From an optimization exercise on the open Yosys and OpenROAD flow, aimed at small area, a short achievable clock period and few clock cycles; shortcuts taken in it are not production practice. The RTL was checked by simulation tests, not by an equivalence proof against the original design. No activity file was given, so power comes from the tool's default toggle rates.

// moment_engine_top
module moment_engine_top
(
   input  logic                                  clk,
   input  logic                                  rst_n,
   input  logic                                  req_i,
   input  logic [9+17-1:0] cfg_i,
   output logic                                  ack_o,
   output logic [17:0]               mem_rd_o,
   input  logic [8-1:0]              rdata_i,
   output logic [3*29-1:0]         moments_o,
   output logic [2*13-1:0]           centroid_o
);
For scale: roughly 1200 cells after synthesis, roughly 170 I/O pins, roughly 0.012 mm^2 of cells after synthesis.
export LEC_CHECK = 0
export CAP_MARGIN = 20
export CORE_MARGIN = 2
export CORE_UTILIZATION = 60
export SETUP_SLACK_MARGIN = 4.7
export SLEW_MARGIN = 20
create_clock -name core_clock -period 7.5 [get_ports {clk}]
standard.sh (not shown) runs the stock make flow with config.mk's settings and CLKGATE_MAP_FILE= SYNTH_SCRIPT=/design/flow/synth_recipe.tcl, a recipe that flattens the netlist after the stock synthesis.
==> flow/flow/run.sh <==
#!/bin/bash
# Standard layout, with the port buffers made from the smallest buffer
# instead of the default pick; every port still gets its own buffer.
set -o pipefail
cp standard.sh standard.sh.txt
export BUFFER_PORTS_ARGS="-buffer_cell sky130_fd_sc_hd__buf_1"
bash standard.sh > standard.log 2>&1
Testbench counts at the start, summed over its fixed seeds: cycles 193,901.
==> next run, changes <==
PLACE_DENSITY = 0.72   (was unset)
SETUP_SLACK_MARGIN = 4.8   (was 4.7)
Outcome: Power climbs by 2.6%. Wire length rose by 0.70%. Final area rose by 1.2%. Utilization rose by 0.79 points. Combinational power rises by about 5%. Global-route usage decreases by 0.48 points. First-iteration DRC count went down by 0.48%.

========
## job 833
Starting RTL as in the previous note.
## moment_engine_top
module moment_engine_top
(
   input  logic                                  clk,
   input  logic                                  rst_n,
   input  logic                                  req_i,
   input  logic [9+17-1:0] cfg_i,
   output logic                                  ack_o,
   output logic [17:0]               mem_rd_o,
   input  logic [8-1:0]              rdata_i,
   output logic [3*29-1:0]         moments_o,
   output logic [2*13-1:0]           centroid_o
);
==> flow/config.mk <==
export PLATFORM = sky130hd
export DESIGN_NAME = moment_engine_top
export DESIGN_NICKNAME = moment_engine_top
export VERILOG_FILES = /design/flow/design.v
export SDC_FILE = /design/flow/constraint.sdc
export NUM_CORES = 4
export LEC_CHECK = 0
export CAP_MARGIN = 20
export CORE_MARGIN = 2
export CORE_UTILIZATION = 60
export GPL_ROUTABILITY_DRIVEN = 0
export SETUP_SLACK_MARGIN = 4.8
export SLEW_MARGIN = 20
==> flow/constraint.sdc <==
create_clock -name core_clock -period 7.5 [get_ports {clk}]
set_input_delay 1.5000 -clock core_clock [delete_from_list [all_inputs] [get_ports {clk}]]
set_output_delay 1.5000 -clock core_clock [all_outputs]
set_load 0.01 [all_outputs]
Scripts as last shown in full above: flow/flow/run.sh
Job 833 reached the final stage; the timing, design-rule and antenna checks on its layout passed.
Testbench counts of job 833, summed over its fixed seeds: cycles 193,901.
Edits applied to the flow inputs when going from job 833 to job 8420:
- GPL_ROUTABILITY_DRIVEN removed (was 0)
- SETUP_SLACK_MARGIN changed from 4.8 to 5.0
- Compared to job 833, job 8420 shows a wider setup margin.
- Per the comparison of job 8420 with job 833, all-layer global routing usage climbed 0.47 points; multi-input logic area climbed 4.6%.
> inputs changed (job 8420 -> job 3254)
- a change of CORE_UTILIZATION from 60 to 70
- a change of SETUP_SLACK_MARGIN from 5.0 to 4.8
Findings:
The higher summed area of non-filler cells in the final layout of job 3254 and job 8420 is in job 8420. Compared with job 8420, job 3254 shows horizontal extent of the die that has gone down by a little under 10%. Job 8420 has higher share of total power in combinational logic than job 3254.
Setup changes, job 3254 to job 7569
- TNS_END_PERCENT: unset -> 20
- CORE_UTILIZATION: 70 -> 60
## What came out
- In terms of final design area excluding fillers, job 7569 and job 3254 differ only marginally.
- Run comparison: job 3254 worst setup path startpoint l3$_DFF_P_; job 7569 worst setup path startpoint m00[7]$_SDFF_PP0_
- Taking job 3254 as the reference point, the worst-case hold slack of job 7569 rises by 0.0098 ns.
- [job 7569] cell count rose 25 relative to job 3254
- Relative to job 3254, the wire length on met1 measured on job 7569 has increased by a few percent.
- Re net switching power: job 3254 and job 7569 aren't equal, and the lower value belongs to job 7569.
- Summary of job 7569 over job 3254: routed wire length per instance fell about 6%, adder-cell share of the synthesized area comparable, global-route wire length before repair fell by 5.3%, relative slew slack went down 2.1 points.
diff inputs: job 7569 => job 3629
- changing SLEW_MARGIN from 20 to 0
- changing CAP_MARGIN from 20 to 0
- removing TNS_END_PERCENT (formerly 20)
==> results.txt <==
Job 3629 | status: complete | timing, DRC, antenna: pass
The cell area after synthesis was comparable across job 7569 and job 3629.
Job 3629 vs job 7569: number of logic stages on the critical path including buffering up in job 3629
Total power (job 3629 over job 7569): decrease, about 0.8%
Looking at job 7569 and job 3629, the clock skew is a wash.

========
== run 1 ==
The RTL this note starts from:
==> flow/design.v <==
package moment_pkg;
   typedef logic [8-1:0]    pix_t;
   typedef logic [9-1:0]    coord_t;
   typedef logic [17-1:0]   addr_t;
   typedef logic [29-1:0] moment_t;
   typedef logic [13-1:0]   cent_t;
   typedef struct packed {
      coord_t img_dim;
      addr_t  start_addr;
   } img_cfg_t;
   typedef struct packed {
      coord_t x;
      coord_t y;
   } coord_pair_t;
   typedef struct packed {
      logic  en;
      addr_t addr;
   } mem_rd_t;
   typedef struct packed {
      moment_t m00;
      moment_t m10;
      moment_t m01;
   } moments_t;
   typedef struct packed {
      cent_t x_mc;
      cent_t y_mc;
   } centroid_t;
endpackage
`timescale 1ns/100ps
module moment_engine_top
(
   input  logic                                  clk,
   input  logic                                  rst_n,
   input  logic                                  req_i,
   input  logic [9+17-1:0] cfg_i,
   output logic                                  ack_o,
   output logic [17:0]               mem_rd_o,
   input  logic [8-1:0]              rdata_i,
   output logic [3*29-1:0]         moments_o,
   output logic [2*13-1:0]           centroid_o
);
   localparam int m00_w = 20;
   localparam int m1_w  = 25;
   localparam int row_w = 14;
   localparam int q_w   = 9;
   typedef enum logic [2:0] {
      st_idle,
      st_sq,
      st_add_lo,
      st_add_hi,
      st_read,
      st_drain,
      st_div,
      st_ack
   } state_t;
   state_t               state;
   logic                 rd_en;
   logic [11:0]          addr_lo;
   logic [4:0]           addr_hi;
   logic                 addr_c;
   logic [5:0]           x_cnt;
   logic [5:0]           y_cnt;
   logic                 row_first;
   logic                 img_first;
   logic                 v1;
   logic                 f1;
   logic                 l1;
   logic                 fi1;
   logic                 v2;
   logic                 f2;
   logic                 l2;
   logic                 g2;
   logic                 clr;
   logic                 f3;
   logic                 l3;
   logic [7:0]           pix_q;
   logic                 ld_m01;
   logic                 ld_m10;
   logic                 div_x;
   logic                 ack_q;
   logic [m00_w-1:0]     m00;
   logic [m1_w-1:0]      m10;
   logic [m1_w-1:0]      m01;
   logic [5:1]           m10_c;
   logic [5:1]           m01_c;
   logic [m1_w-1:0]      m10_op;
   logic [m1_w-1:0]      m01_op;
   logic [m1_w-1:0]      m10_sum;
   logic [m1_w-1:0]      m01_sum;
   logic [6:1]           m10_co;
   logic [6:1]           m01_co;
   logic [row_w-1:0]     row_sum;
   logic [m00_w-1:0]     rem;
   logic [5:0]           dvd_lo;
   logic [2*q_w-1:0]     quo;
   logic [5:0]           dim;
   logic [16:0]          start_addr;
   logic [11:0]          sq_m1;
   logic                 x_last;
   logic                 y_last;
   logic                 last_rd;
   logic                 drained;
   assign dim        = cfg_i[22:17];
   assign start_addr = cfg_i[16:0];
   assign x_last  = (x_cnt == 6'd1);
   assign y_last  = (y_cnt == 6'd1);
   assign last_rd = x_last && y_last;
   assign drained = !v1 && !v2 && (m01_c == '0);
   localparam logic [64*12-1:0] sq_table = {
      12'd3968,
      12'd3843,
      12'd3720,
      12'd3599,
      12'd3480,
      12'd3363,
      12'd3248,
      12'd3135,
      12'd3024,
      12'd2915,
      12'd2808,
      12'd2703,
      12'd2600,
      12'd2499,
      12'd2400,
      12'd2303,
      12'd2208,
      12'd2115,
      12'd2024,
      12'd1935,
      12'd1848,
      12'd1763,
      12'd1680,
      12'd1599,
      12'd1520,
      12'd1443,
      12'd1368,
      12'd1295,
      12'd1224,
      12'd1155,
      12'd1088,
      12'd1023,
      12'd960,
      12'd899,
      12'd840,
      12'd783,
      12'd728,
      12'd675,
      12'd624,
      12'd575,
      12'd528,
      12'd483,
      12'd440,
      12'd399,
      12'd360,
      12'd323,
      12'd288,
      12'd255,
      12'd224,
      12'd195,
      12'd168,
      12'd143,
      12'd120,
      12'd99,
      12'd80,
      12'd63,
      12'd48,
      12'd35,
      12'd24,
      12'd15,
      12'd8,
      12'd3,
      12'd0,
      12'd4095
   };
   assign sq_m1 = sq_table[12*x_cnt +: 12];
   always_ff @(posedge clk or negedge rst_n)
   begin
      if (!rst_n)
      begin
         state <= st_idle;
         rd_en <= 1'b0;
         ack_q <= 1'b0;
         v1    <= 1'b0;
         v2    <= 1'b0;
      end
      else
      begin
         v1 <= rd_en;
         v2 <= v1;
         case (state)
            st_idle:
               if (req_i)
                  state <= st_sq;
            st_sq:
               state <= st_add_lo;
            st_add_lo:
               state <= st_add_hi;
            st_add_hi:
            begin
               state <= st_read;
               rd_en <= 1'b1;
            end
            st_read:
               if (last_rd)
               begin
                  state <= st_drain;
                  rd_en <= 1'b0;
               end
            st_drain:
               if (drained)
                  state <= st_div;
            st_div:
               if (x_last && div_x)
               begin
                  state <= st_ack;
                  ack_q <= 1'b1;
               end
            default:
               if (!req_i)
               begin
                  state <= st_idle;
                  ack_q <= 1'b0;
               end
         endcase
      end
   end
   always_ff @(posedge clk)
   begin
      case (state)
         st_idle:
         begin
            {addr_hi, addr_lo} <= start_addr;
            x_cnt              <= dim;
            y_cnt              <= dim;
         end
         st_sq:
            {y_cnt, x_cnt} <= sq_m1;
         st_add_lo:
         begin
            {addr_c, addr_lo} <= {1'b0, addr_lo} + {1'b0, y_cnt, x_cnt};
            x_cnt             <= dim;
            y_cnt             <= dim;
            row_first         <= 1'b1;
            img_first         <= 1'b1;
         end
         st_add_hi:
            addr_hi <= addr_hi + 5'(addr_c);
         st_read:
         begin
            addr_lo   <= addr_lo - 1'b1;
            if (addr_lo == '0)
               addr_hi <= addr_hi - 1'b1;
            img_first <= 1'b0;
            if (x_last)
            begin
               x_cnt     <= dim;
               y_cnt     <= y_cnt - 1'b1;
               row_first <= 1'b1;
            end
            else
            begin
               x_cnt     <= x_cnt - 1'b1;
               row_first <= 1'b0;
            end
         end
         st_drain:
         begin
            x_cnt <= 6'd9;
            div_x <= 1'b0;
         end
         st_div:
         begin
            x_cnt <= x_cnt - 1'b1;
            if (x_last)
            begin
               x_cnt <= 6'd9;
               div_x <= 1'b1;
            end
         end
         default:
            x_cnt <= dim;
      endcase
   end
   always_ff @(posedge clk)
   begin
      f1      <= row_first;
      l1      <= x_last;
      fi1     <= img_first;
      pix_q   <= rdata_i;
      f2      <= f1;
      l2      <= l1;
      clr     <= v1 && fi1;
      g2      <= v1 && !f1;
      f3      <= v2 && f2;
      l3      <= v2 && l2;
      row_sum <= (f2 ? row_w'(0) : row_sum) + row_w'(pix_q);
      m00     <= clr ? m00_w'(0) : m00 + (l3 ? m00_w'(row_sum) : m00_w'(0));
      m10     <= clr ? m1_w'(0)  : m10_sum;
      m10_c   <= clr ? 5'd0      : m10_co[5:1];
      m01     <= clr ? m1_w'(0)  : m01_sum;
      m01_c   <= clr ? 5'd0      : m01_co[5:1];
   end
   assign m10_op = g2 ? m1_w'(row_sum) : m1_w'(0);
   assign m01_op = f3 ? m1_w'(m00) : m1_w'(0);
   logic [m1_w:0] m10_rc;
   logic [m1_w:0] m01_rc;
   always_comb
   begin
      for (int i = 0; i < m1_w; i++)
      begin
         if (i == 0)
         begin
            m10_rc[i] = 1'b0;
            m01_rc[i] = 1'b0;
         end
         else if (i == 4 || i == 8 || i == 12 || i == 16 || i == 20)
         begin
            m10_co[i / 4] = m10_rc[i];
            m01_co[i / 4] = m01_rc[i];
            m10_rc[i] = m10_c[i / 4];
            m01_rc[i] = m01_c[i / 4];
         end
         m10_sum[i]  = m10[i] ^ m10_op[i] ^ m10_rc[i];
         m10_rc[i+1] = (m10[i] & m10_op[i]) | (m10[i] & m10_rc[i]) | (m10_op[i] & m10_rc[i]);
         m01_sum[i]  = m01[i] ^ m01_op[i] ^ m01_rc[i];
         m01_rc[i+1] = (m01[i] & m01_op[i]) | (m01[i] & m01_rc[i]) | (m01_op[i] & m01_rc[i]);
      end
      m10_co[6] = m10_rc[m1_w];
      m01_co[6] = m01_rc[m1_w];
   end
   logic [m1_w-1:0]   dvd;
   logic [m00_w:0]    trial;
   logic [m00_w+1:0]  diff;
   logic              q_bit;
   assign dvd   = ld_m01 ? m01 : m10;
   assign trial = {rem, dvd_lo[5]};
   assign diff  = {1'b0, trial} - {2'b0, m00};
   assign q_bit = !diff[m00_w+1] && (m00 != '0);
   always_ff @(posedge clk)
   begin
      ld_m01 <= ((state == st_read) && last_rd) || ((state == st_drain) && !drained);
      ld_m10 <= (state == st_div) && (x_cnt == 6'd2) && !div_x;
      if (ld_m01 || ld_m10)
      begin
         rem    <= m00_w'(dvd[m1_w-1:6]);
         dvd_lo <= dvd[5:0];
      end
      else
      begin
         rem    <= q_bit ? diff[m00_w-1:0] : trial[m00_w-1:0];
         dvd_lo <= {dvd_lo[4:0], 1'b0};
      end
      if (state == st_div)
         quo <= {quo[2*q_w-2:0], q_bit};
   end
   assign ack_o      = ack_q;
   assign mem_rd_o   = {rd_en, addr_hi, addr_lo};
   assign moments_o  = {9'd0, m00, 4'd0, m10, 4'd0, m01};
   assign centroid_o = {4'd0, quo[q_w-1:0], 4'd0, quo[2*q_w-1:q_w]};
endmodule
clock: 7.5 ns
lec_check: 0
cap_margin: 20
core_margin: 2
core_utilization: 60
cts_buf_list: sky130_fd_sc_hd__clkbuf_8
setup_slack_margin: 4.8
slew_margin: 20
Scripts as last shown in full above: flow/flow/run.sh
Testbench counts of run 1, summed over its fixed seeds: cycles 193,901.
Modified inputs, run 2 compared to run 1
Settings: CTS_CLUSTER_DIAMETER now 150, previously not set; CTS_BUF_LIST no longer set, was sky130_fd_sc_hd__clkbuf_8; CTS_CLUSTER_SIZE now 40, previously not set.
==> results.txt <==
Cmp run 1 and run 2 / layout clock buffer count / higher: run 2
Run 2 ends up with a share of cell area taken by flip-flops and latches that is 0.37 points lower than in run 1.
Max worst setup slack across run 1 and run 2: run 2
[compare] base=run 1 new=run 2: met2 track demand over resource in global routing increased 1.3 points; cell area after layout moved up.
> inputs changed (run 2 -> run 3)
Settings: CTS_CLUSTER_DIAMETER no longer set, was 150; CTS_CLUSTER_SIZE no longer set, was 40.
Findings:
Each of the runs, namely run 3 and run 2, reached the end of the flow and came out clean. Between run 3 and run 2, the worst clock skew does not differ in any meaningful way. Reported for run 3 and run 2, instance count after placement with tap cells included turned out identical to the last digit. The clock share of power on run 3 is in line with that on run 2. Re number of input and output port buffers inserted: no difference whatsoever between run 2 and run 3.

-- port drivers added, routing unchanged --
How much do the figures lean on ideal ports? The routed layouts below were timed once more, with nothing changed but the port constraints.
Step 1 (the two cells are an assumption about what drives the block):
set clk [get_ports {clk}]
set_driving_cell -lib_cell sky130_fd_sc_hd__clkbuf_16 $clk
set_driving_cell -lib_cell sky130_fd_sc_hd__buf_2 [delete_from_list [all_inputs] $clk]
Step 2 times the ports against the registers' clock, not the clock port: input delays grow and output delays shrink by t, the midpoint of the rising clock arrivals with the driver on.
Slacks: ideal ports / drivers / drivers and shift; pairs: ideal ports / drivers.
run | shift t [ns] | setup WS [ns] | worst register clock-pin slew, ns
the first run of note 1 | 0.482 | 4.790 / 4.790 / 4.790 | 0.08 / 0.08
the second run of note 1 | 0.475 | 4.858 / 4.811 / 4.873 | 0.08 / 0.08
job 833 | 0.485 | 4.829 / 4.783 / 4.901 | 0.08 / 0.08
job 8420 | 0.486 | 4.951 / 4.900 / 4.943 | 0.08 / 0.08
job 3254 | 0.484 | 4.837 / 4.823 / 4.837 | 0.08 / 0.08
job 7569 | 0.483 | 4.856 / 4.809 / 4.872 | 0.08 / 0.08
job 3629 | 0.484 | 4.832 / 4.785 / 4.888 | 0.08 / 0.08
run 1 | 0.522 | 4.782 / 4.740 / 4.860 | 0.12 / 0.12
run 2 | 0.485 | 4.829 / 4.783 / 4.901 | 0.08 / 0.08
run 3 | 0.485 | 4.829 / 4.783 / 4.901 | 0.08 / 0.08
After both steps every run listed still meets setup and hold. The setup slack of job 8420, which loses most, moves by -0.051 ns with the drivers and by -0.008 ns with both steps.
